This is an optimization exercise on Yosys and OpenROAD, whose aim is small area, a short achievable clock period and few clock cycles per item, not a production implementation. In this exercise RTL edits were held to simulation tests only and were not proved equivalent to the original.

## flow/design.v (module list and top-level ports; edited modules follow where they fit)
// module seven_segment_mux_scanner: 769 lines
module seven_segment_mux_scanner (
  input  logic                         clk_i,
  input  logic                         rst_ni,
  input  logic                         item_valid_i,
  output logic                         item_ready_o,
  input  logic                         item_req_type_i,
  input  logic [ssms_pkg::NumberW-1:0] item_number_i,
  input  logic [ssms_pkg::PointW-1:0]  item_point_index_i,
  output logic                         res_valid_o,
  input  logic                         res_ready_i,
  output logic [ssms_pkg::SegW-1:0]    res_segment_levels_o,
  output logic [ssms_pkg::EnableW-1:0] res_digit_enable_levels_o,
  output logic [ssms_pkg::PosW-1:0]    res_active_position_o,
  input  logic                         psel,
  input  logic                         penable,
  input  logic                         pwrite,
  input  logic [ssms_pkg::AddrW-1:0]   paddr,
  input  logic [ssms_pkg::DataW-1:0]   pwdata,
  output logic [ssms_pkg::DataW-1:0]   prdata,
  output logic                         pready
);
  // ...
==> flow/flow/run.sh <==
#!/bin/bash
# Layout flow: the standard flow (standard.sh) with two changes:
#  - ports are buffered with the cell named in flow/port_buffer.txt (when present)
#    instead of the cell the resizer picks by default; every port still gets a buffer;
#  - when flow/abc_map.script is present, the combinational logic of the standard
#    synthesis is re-mapped with that ABC script (same Yosys script otherwise). The
#    registers (names, count, cell types) are compared with the standard synthesis;
#    if they differ in any way the standard netlist is used unchanged.
# Each tool's output goes to a log file of its own in this folder.
set -uo pipefail
HERE=$(pwd)
RES=$HERE/orfs/results/$FLOW_PLATFORM/seven_segment_mux_scanner/base
EXTRA=()
if [[ -f flow/port_buffer.txt ]]; then
  EXTRA+=("BUFFER_PORTS_ARGS=-buffer_cell $(tr -d ' \n' < flow/port_buffer.txt)")
fi

bash standard.sh "${EXTRA[@]}" synth > $HERE/log_standard_synth.txt 2>&1 || exit 1
cp $RES/1_2_yosys.v $HERE/standard_1_2_yosys.v

# 2. the same synthesis with the ABC script replaced
if [[ -f flow/abc_map.script ]]; then
  MAKELINE=$(grep '^make ' standard.sh)
  {
    echo 'proc abc {args} {'
    echo '  set i [lsearch -exact $args -script]'
    echo "  if {\$i >= 0} { lset args [expr {\$i + 1}] $HERE/flow/abc_map.script }"
    echo '  yosys abc {*}$args'
    echo '}'
    cat synth_recipe.tcl
  } > $HERE/my_synth.tcl
  MYLINE=$(echo "$MAKELINE" | sed -e "s#WORK_HOME=[^ ]*#WORK_HOME=$HERE/orfs_my#" -e "s#SYNTH_SCRIPT=[^ ]*#SYNTH_SCRIPT=$HERE/my_synth.tcl#" -e 's#"\${@:-finish}"#synth#')
  eval "$MYLINE" > $HERE/log_my_synth.txt 2>&1
  MYRES=$HERE/orfs_my/results/$FLOW_PLATFORM/seven_segment_mux_scanner/base
  regs() { grep -E '^\s*sky130_fd_sc_hd__(df|edf|sdf|dl)[a-z0-9_]*\s' "$1" | awk '{print $1, $2}' | sed -E 's/_[0-9]+ / /' | sort; }
  if [[ -f $MYRES/1_2_yosys.v ]] && diff <(regs $HERE/standard_1_2_yosys.v) <(regs $MYRES/1_2_yosys.v) > $HERE/log_reg_diff.txt \
     && [[ $(regs $HERE/standard_1_2_yosys.v | wc -l) -gt 0 ]]; then
    echo "registers match; using the re-mapped netlist" > $HERE/log_choice.txt
    cp $MYRES/1_2_yosys.v $RES/1_2_yosys.v
    rm -f $RES/1_synth.odb $RES/1_synth.sdc
  else
    echo "registers differ; using the standard netlist" > $HERE/log_choice.txt
  fi
fi

# 3. the rest of the standard flow
bash standard.sh "${EXTRA[@]}" finish > $HERE/log_standard_finish.txt 2>&1
==> flow/flow/port_buffer.txt <==
sky130_fd_sc_hd__buf_1
==> flow/standard.sh <==
#!/bin/bash
# synth_recipe.tcl (not shown) runs the flow's synth.tcl, then flattens the netlist and writes it again
# the make line also repeats each setting of config.mk as NAME=value (left out here)
make -C /OpenROAD-flow-scripts/flow DESIGN_CONFIG=/design/flow/config.mk WORK_HOME=/design/flow/orfs CLKGATE_MAP_FILE= SYNTH_SCRIPT=/design/flow/synth_recipe.tcl "${@:-finish}"
==> flow/config.mk <==
export PLATFORM = sky130hd
export DESIGN_NAME = seven_segment_mux_scanner
export DESIGN_NICKNAME = seven_segment_mux_scanner
export VERILOG_FILES = /design/flow/design.v
export SDC_FILE = /design/flow/constraint.sdc
export NUM_CORES = 4
export LEC_CHECK = 0
export ABC_AREA = 1
export CAP_MARGIN = 20
export CORE_MARGIN = 2
export CORE_UTILIZATION = 40
export CTS_BUF_LIST = sky130_fd_sc_hd__clkbuf_16
export CTS_CLUSTER_DIAMETER = 100
export CTS_CLUSTER_SIZE = 20
export PLACE_DENSITY = 0.6
export SETUP_SLACK_MARGIN = 2.2
export SLEW_MARGIN = 20
==> flow/constraint.sdc <==
create_clock -name core_clock -period 4.5 [get_ports {clk_i}]
set_input_delay 0.9000 -clock core_clock [delete_from_list [all_inputs] [get_ports {clk_i}]]
set_output_delay 0.9000 -clock core_clock [all_outputs]
set_load 0.01 [all_outputs]
==> out/qor.csv, run 1 <==
metric,value,unit
reg2reg_from,nxt_q[0],
seq_area_frac,0.366,
synth-xor-area-share,0.00673,
synth_area_leaders,"edfxtp_1 (33%), nand2_1 (21%), nand3_1 (8.6%)",
area_delta_synth_final,12.2,%
yosys_most_used_dff,edfxtp_1,
setup_ws,2.11,ns
setup_viol,0,
inverters,412,
synth-seq-cells,277,
synth_top_area_share,0.326,
chipHeight,225,um
fillers,4695,
status,timing/DRC/antenna clean,
ys_seq_area_frac,0.410,
hold_ws,0.386,ns
layout.nonclk_buf_frac,0.0318,
die_w,225,um
critPathMaxStageDelay,0.16,ns
layout-drive-gt1-share,0.105,
required,3.60,ns
tns,0,ns
cts.htree.levels,1,
avgSynthCellArea,6.76,um2
overflow,0,
first_global_vias,16300,
Testbench counts, summed over its fixed seeds: cycles 9,792, items 9,600.
==> run 2, diff against run 1 <==
--- a/flow/design.v
+++ b/flow/design.v
@@ -39,29 +39,33 @@
   logic [7:0]      held_q;
   logic [7:0]      en_q;
   logic            lit_q;
   logic            res_valid_q;
   logic       adv_w;
   logic       cfg_wr_w;
   logic [1:0] cfg_idx_w;
   logic [3:0] rd_w;
+  logic [3:0] rd_q;
   assign pready    = 1'b1;
   assign cfg_idx_w = paddr[3:2];
   assign cfg_wr_w  = psel && penable && pwrite;
   always_comb begin
     rd_w = '0;
     case (cfg_idx_w)
       2'd0: rd_w    = num_digits_q;
       2'd1: rd_w[0] = seg_act_high_q;
       2'd2: rd_w[0] = en_act_high_q;
       default: rd_w[0] = scan_en_q;
     endcase
   end
-  assign prdata = {28'd0, rd_w};
+  always_ff @(posedge clk_i) begin
+    rd_q <= rd_w;
+  end
+  assign prdata = {28'd0, rd_q};
   always_ff @(posedge clk_i or negedge rst_ni) begin
     if (!rst_ni) begin
       num_digits_q   <= 4'd4;
       seg_act_high_q <= 1'b1;
       en_act_high_q  <= 1'b0;
       scan_en_q      <= 1'b0;
     end else if (cfg_wr_w) begin
       case (cfg_idx_w)
@@ -728,22 +732,20 @@
         point_d = pt5_q;
       end else if (scan_en_q) begin
         pos_d  = nxt_q;
         held_d = seg_act_high_q ? pat_w : ~pat_w;
         lit_d  = 1'b1;
       end else begin
         lit_d = 1'b0;
       end
-      onehot_w = lit_d ? (8'd1 << pos_d) : 8'd0;
-      en_d     = en_act_high_q ? onehot_w : ~onehot_w;
-    end else begin
-      onehot_w = '0;
     end
     if (cfg_wr_w && (cfg_idx_w == 2'd3) && !pwdata[0]) lit_d = 1'b0;
+    onehot_w = lit_d ? (8'd1 << pos_d) : 8'd0;
+    en_d     = en_act_high_q ? onehot_w : ~onehot_w;
   end
   always_ff @(posedge clk_i or negedge rst_ni) begin
     if (!rst_ni) begin
       pos_q       <= '0;
       nxt_q       <= 3'd1;
       point_q     <= 4'hF;
       held_q      <= '0;
       lit_q       <= 1'b0;
==> out/qor.csv, run 2 <==
metric,value,unit,change
status,timing/DRC/antenna clean,,unchanged
layout-drive-gt1-share,0.0937,,was 0.105
yosysTopAreaCell,edfxtp_1,,unchanged
via_count,17600,,"was 17,900"
first_pass_iters,5,,unchanged
critPathMaxFanout,2,,was 5
clkLatencyLatePin,0.54,ns,was 0.53 ns
chipHeight,225,um,about the same
post-route-period-util,0.505,,was 0.530
reg2reg_from,nxt_q[0],,unchanged
synth_cell_type_count,57,,was 48
crit_type,input pin to primary output,,unchanged
routed_wl,38700,um,"was 38,800 um"
setup_viol,0,,unchanged
syn_area,0.0196,mm2,was 0.0195 mm2
rows,81,,was 80
holdPathEnd,b2_q[11],,
synth-seq-cells,281,,was 277
die_w,225,um,about the same
overflow,0,,unchanged
yosysWarnings,1,,unchanged
hpwlAfterDp,28400,um,"was 28,200 um"
drv_slew,0,,unchanged
slew_headroom,0.285,,was 0.313
worstHoldStart,b1_q[11],,
antenna_found_initial,0,,unchanged
avgSynthCellArea,6.83,um2,was 6.76 um2
async_flop_share,0.231,,was 0.235
grt_pass1_wl,67500,um,"was 67,000 um"
grt_max_degree,168,,was 186
core_area,0.0486,mm2,was 0.0479 mm2
synth_area_leaders,"edfxtp_1 (31%), nand2_1 (20%), nand3_1 (8.1%)",,"was edfxtp_1 (33%), nand2_1 (21%), nand3_1 (8.6%)"
rsz0062_at_grt,true,,unchanged
cts_tree,built,,unchanged
wl_per_cell,10.8,um,was 10.7 um
arrival,1.37,ns,was 1.49 ns
synth.most_common_cell,nand2_1,,unchanged
yosys_most_used_dff,edfxtp_1,,unchanged
drc,0,,unchanged
crit_path_start,res_ready_i,,was paddr[2]
tns,0,ns,unchanged
mostFrequentLayoutCells,"nand2_1 (1,042), inv_1 (391), nand3_1 (315), nor2_1 (220), edfxtp_1 (204)",,"was nand2_1 (1,066), inv_1 (380), nand3_1 (326), edfxtp_1 (212), nor2_1 (209)"
drv_cap,0,,unchanged
max_freq,0.440,GHz,was 0.419 GHz
clk_pin_slew,0.08,ns,about the same
finalHoldViolations,0,,unchanged
cts.htree.levels,1,,unchanged
area_delta_synth_final,10.2,%,was 12.2%
fin_skew,0.0303,ns,was 0.0205 ns
initial_utilization,0.402,,was 0.407
vias_per_cell,4.90,,was 4.91
post-route-util,0.443,,was 0.457
grt.total_usage,0.151,,was 0.150
clk_path_buf_depth,3,,unchanged
largest_register_ffs,32,,unchanged
die_area,0.0507,mm2,was 0.0506 mm2
stdcell_area,0.0215,mm2,was 0.0219 mm2
syn-instance-count,2863,,"was 2,888"
min_path_cells,0,,
r2r_end,held_q[3],,was nxt_q[1]
fin_nets,3061,,"was 3,111"
numCtsBuffers,18,,unchanged
synth_edf_count,204,,was 212
n_antenna_cell,0,,unchanged
regMostFlops,digit_q,,unchanged
critPathLaunchType,input pin,,unchanged
ioPinCount,134,,unchanged
io_buffers,74,,unchanged
min_period,2.27,ns,was 2.39 ns
reg_top3,"digit_q (32), b1_q (25), b2_q (20)",,unchanged
reg2reg_slack,2.33,ns,was 2.31 ns
ys_seq_area_frac,0.409,,was 0.410
synth_top_area_share,0.313,,was 0.326
first_global_vias,16400,,"was 16,300"
hold_class,register to register,,was input pin to asynchronous set/reset pin
cts.sinks,281,,was 277
routabilityCongestion,0.822,,was 0.841
mostFrequentLayoutCell,nand2_1,,unchanged
hold_ws,0.414,ns,was 0.386 ns
required,3.60,ns,about the same
cp-end-kind,primary output,,unchanged
cts_root_buf,clkbuf_16,,unchanged
tightest_slew,1.07,ns,was 1.03 ns
final_antenna_net_count,0,,unchanged
drt_iter0_markers,906,,was 935
placed_area,0.0205,mm2,about the same
synthTopCellsByCount,"nand2_1 (1,066), inv_1 (393), nand3_1 (317)",,"was nand2_1 (1,091), inv_1 (386), nand3_1 (334)"
reg2reg_depth,13,,was 8
==> run 2: kinds of logic (layout without fill, tap and decap cells) <==
group,count (synthesis),after routing,synth area share
adders and majority gates,14,14,0.00896
DFF,281,281,0.409
other,2,29,0.000384
xor gates and xnor gates,15,15,0.00672
and+or+nand+nor,1730,1731,0.371
buffers and inverters,458,544,0.0951
AOI/OAI and AO/OA,363,363,0.109
==> run 2: what timing repair did <==
item,in CTS,in global routing
buffers inserted,6,15
resized for setup,8,105
pin swaps,1,10
hold buffers,0,0
endpoints found under the setup margin,16,91
cloned,1,0
==> run 2: metrics by stage <==
| stage | setup WS [ns] | std cells |
|---|---|---|
| floorplan | 1.47 | 2890 |
| global placement | 1.49 | 3547 |
| detailed placement | 1.46 | 3547 |
| CTS | 2.21 | 3584 |
| global route | 2.15 | 3599 |
| finish | 2.23 | 3599 |
==> run 2: cell type report <==
class | instances | area [um2]
Clock buffer | 18 | 450
Tap cell | 622 | 778
Multi-Input combinational cell | 2152 | 10100
Sequential cell | 281 | 8010
Fill cell | 4848 | 27100
Inverter | 417 | 1580
Timing Repair Buffer | 97 | 504
Clock inverter | 12 | 72.6
==> run 2: routing by layer <==
layer / GRT usage / up-vias / share of wire
met4: 0.0342 / 0 / 0.012
met2: 0.280 / 214 / 0.49
met3: 0.0193 / 34 / 0.031
li1: - / 9374 / -
met1: 0.185 / 8003 / 0.46
met5: 0 / - / 0
==> run 2: critical path: stages <==
cell,delay (ns)
buf_1,0.10
or2_4,0.26
buf_6,0.12
==> run 2: worst max-delay path by stage <==
stage	end	slack [ns]
3_5_place_dp	en_q[4]	1.46
4_1_cts	en_q[2]	2.21
3_3_place_gp	en_q[4]	1.49
5_1_grt	held_q[7]	2.15
6_report	item_ready_o	2.23
2_1_floorplan	en_q[4]	1.47
Testbench counts of run 2, summed over its fixed seeds: cycles 9,792, items 9,600.
==> run 3, diff against run 2 <==
--- a/flow/config.mk
+++ b/flow/config.mk
@@ -10,8 +10,8 @@
 export CORE_MARGIN = 2
 export CORE_UTILIZATION = 40
 export CTS_BUF_LIST = sky130_fd_sc_hd__clkbuf_16
-export CTS_CLUSTER_DIAMETER = 100
-export CTS_CLUSTER_SIZE = 20
+export CTS_CLUSTER_DIAMETER = 120
+export CTS_CLUSTER_SIZE = 25
 export PLACE_DENSITY = 0.6
 export SETUP_SLACK_MARGIN = 2.2
 export SLEW_MARGIN = 20
==> out/qor.csv, run 3 <==
metric,value,unit,change
holdBufCountCts,0,,unchanged
yosysTopAreaCell,edfxtp_1,,unchanged
finalHoldViolations,0,,unchanged
cts_tree,built,,unchanged
path_buf_inv,2,,unchanged
crit_cells,3,,unchanged
drc,0,,unchanged
vias_per_cell,4.91,,was 4.90
hold_class,register to register,,unchanged
crit_chain,buf_1 > or2_4 > buf_6,,unchanged
via_count,17600,,about the same
syn_area,0.0196,mm2,unchanged
final_antenna_net_count,0,,unchanged
synth_cell_type_count,57,,unchanged
hold_ws,0.397,ns,was 0.414 ns
n_antenna_cell,0,,unchanged
routabilityCongestion,0.822,,unchanged
synth_edf_count,204,,unchanged
drt_iter0_markers,874,,was 906
slew_headroom,0.275,,was 0.285
die_area,0.0507,mm2,unchanged
synth_top_area_share,0.313,,unchanged
critPathLaunchType,input pin,,unchanged
max_freq,0.440,GHz,about the same
mostFrequentLayoutCells,"nand2_1 (1,043), inv_1 (388), nand3_1 (315), nor2_1 (220), edfxtp_1 (204)",,"was nand2_1 (1,042), inv_1 (391), nand3_1 (315), nor2_1 (220), edfxtp_1 (204)"
first_global_vias,16300,,"was 16,400"
synthTopCellsByCount,"nand2_1 (1,066), inv_1 (393), nand3_1 (317)",,unchanged
status,timing/DRC/antenna clean,,unchanged
mostFrequentLayoutCell,nand2_1,,unchanged
largest_register_ffs,32,,unchanged
layout-drive-gt1-share,0.0930,,was 0.0937
drv_slew,0,,unchanged
grt.total_usage,0.149,,was 0.151
drv_cap,0,,unchanged
rows,81,,unchanged
cts.htree.levels,1,,unchanged
die_w,225,um,unchanged
min_path_cells,0,,unchanged
synth.most_common_cell,nand2_1,,unchanged
grt_max_degree,168,,unchanged
synth_area_leaders,"edfxtp_1 (31%), nand2_1 (20%), nand3_1 (8.1%)",,unchanged
fillers,4852,,"was 4,848"
tns,0,ns,unchanged
reg2reg_depth,12,,was 13
numCtsBuffers,15,,was 18
cp-end-kind,primary output,,unchanged
core_area,0.0486,mm2,unchanged
post-route-util,0.441,,was 0.443
reg_top3,"digit_q (32), b1_q (25), b2_q (20)",,unchanged
wl_per_cell,10.7,um,was 10.8 um
rsz0062_at_grt,true,,unchanged
crit_family,simple AND/OR/NAND/NOR gates,,unchanged
critPathMaxStageDelay,0.26,ns,about the same
overflow,0,,unchanged
ioPinCount,134,,unchanged
regMostFlops,digit_q,,unchanged
cts_root_buf,clkbuf_16,,unchanged
post-route-period-util,0.504,,was 0.505
synth-seq-cells,281,,unchanged
arrival,1.37,ns,about the same
cts.sinks,281,,unchanged
ys_seq_area_frac,0.409,,unchanged
antenna_found_initial,0,,unchanged
hpwlAfterDp,28400,um,unchanged
fin_skew,0.0363,ns,was 0.0303 ns
area_delta_synth_final,9.74,%,was 10.2%
yosysWarnings,1,,unchanged
syn-instance-count,2863,,unchanged
avgSynthCellArea,6.83,um2,unchanged
crit_type,input pin to primary output,,unchanged
critPathSlowestCell,or2_4,,unchanged
io_buffers,74,,unchanged
clk_pin_slew,0.10,ns,was 0.08 ns
async_flop_share,0.231,,unchanged
initial_utilization,0.402,,unchanged
critPathMaxFanout,2,,unchanged
chipHeight,225,um,unchanged
clkLatencyLatePin,0.51,ns,was 0.54 ns
tightest_slew,1.09,ns,was 1.07 ns
grt_pass1_wl,67100,um,"was 67,500 um"
required,3.60,ns,about the same
first_pass_iters,5,,unchanged
min_period,2.27,ns,about the same
routed_wl,38200,um,"was 38,700 um"
clk_path_buf_depth,3,,unchanged
yosys_most_used_dff,edfxtp_1,,unchanged
setup_viol,0,,unchanged
fin_nets,3059,,"was 3,061"
-- run 3: cell counts after synthesis --
Identical to the previous run, type by type.
-- run 3: cell families after synthesis --
group | count (synthesis) | share of synthesized area
compound gates | 363 | 0.109
xor+xnor | 15 | 0.00672
fa+ha+maj | 14 | 0.00896
buf+inv | 458 | 0.0951
flops | 281 | 0.409
other cells | 2 | 0.000384
simple gates | 1730 | 0.371
-- run 3: per-layer routing --
layer	share of wire	up-vias	GRT usage
met5	0	-	0
met4	0.013	0	0.0291
met3	0.027	33	0.0169
met2	0.49	224	0.280
met1	0.47	8028	0.184
li1	-	9359	-
-- run 3: layout make-up --
cell class,instances,area (um2),share of cell area
multi-input combinational,2152,10200,0.474
sequential,281,8010,0.373
timing repair buffer,98,512,0.0238
inverter,417,1580,0.0737
tap,622,778,0.0363
clock inverter,6,38.8,0.00181
clock buffer,15,375,0.0175
-- run 3: what timing repair did --
item | 4_1_cts | 5_1_grt
pin swaps | 1 | 13
cloned | 1 | 0
endpoints found under the setup margin | 16 | 92
buffers inserted | 6 | 16
resized for setup | 8 | 109
-- run 3: path summary, 6_finish.rpt --
| check | startpoint | to | slack, ns |
|---|---|---|---|
| max in group asynchronous | rst_ni | point_q[1] | 3.07 |
| min in group asynchronous | rst_ni | digit_q[30] | 0.45 |
| hold reg to reg | b1_q[19] | b2_q[19] | 0.40 |
| setup / recovery | res_ready_i | item_ready_o | 2.23 |
| hold / removal | b1_q[19] | b2_q[19] | 0.40 |
| setup reg to reg | nxt_q[0] | held_q[2] | 2.32 |
-- run 3: worst register-to-register path, cell delays in order (launching register included) --
cell        delay, ns
dfstp_4          0.70
clkinvlp_4       0.17
o21ai_2          0.15
nand2_1          0.08
nand2_2          0.09
o21ai_4          0.07
buf_4            0.16
ha_1             0.20
nand2_2          0.09
o21ai_2          0.06
or2_0            0.20
nand3_1          0.07
nand2_1          0.05
-- run 3: through the flow --
step	instances	setup slack, ns	area, um2
floorplan	2890	1.47	19700
global placement	3547	1.49	20500
detailed placement	3547	1.46	20500
CTS	3575	2.20	21000
global route	3591	2.14	21500
finish	3591	2.23	21500

[port drivers added, routing unchanged]
In the flow no input, the clock included, has a driving cell. The finished layouts below were timed again as built, in two steps.
Step 1 (the two cells are an assumption about what drives the block):
set clk [get_ports {clk_i}]
set_driving_cell -lib_cell sky130_fd_sc_hd__clkbuf_16 $clk
set_driving_cell -lib_cell sky130_fd_sc_hd__buf_2 [delete_from_list [all_inputs] $clk]
Step 2, shift: input delay + t, output delay - t, t = (earliest + latest rising clock arrival at the registers) / 2. This alone moves slack from input paths to output paths.
Slacks: no drivers / after step 1 / after step 2; pairs: no drivers / after step 1.
run | shift t [ns] | setup WS [ns] | worst slew at a driven data input, ns
run 1 | 0.573 | 2.114 / 2.075 / 1.771 | 0.05
run 2 | 0.581 | 2.229 / 2.208 / 1.802 | 0.04
run 3 | 0.552 | 2.230 / 2.209 / 1.829 | 0.04
After both steps every run listed still meets setup and hold. The setup slack of run 2, which loses most, moves by -0.021 ns with the drivers and by -0.427 ns with both steps.
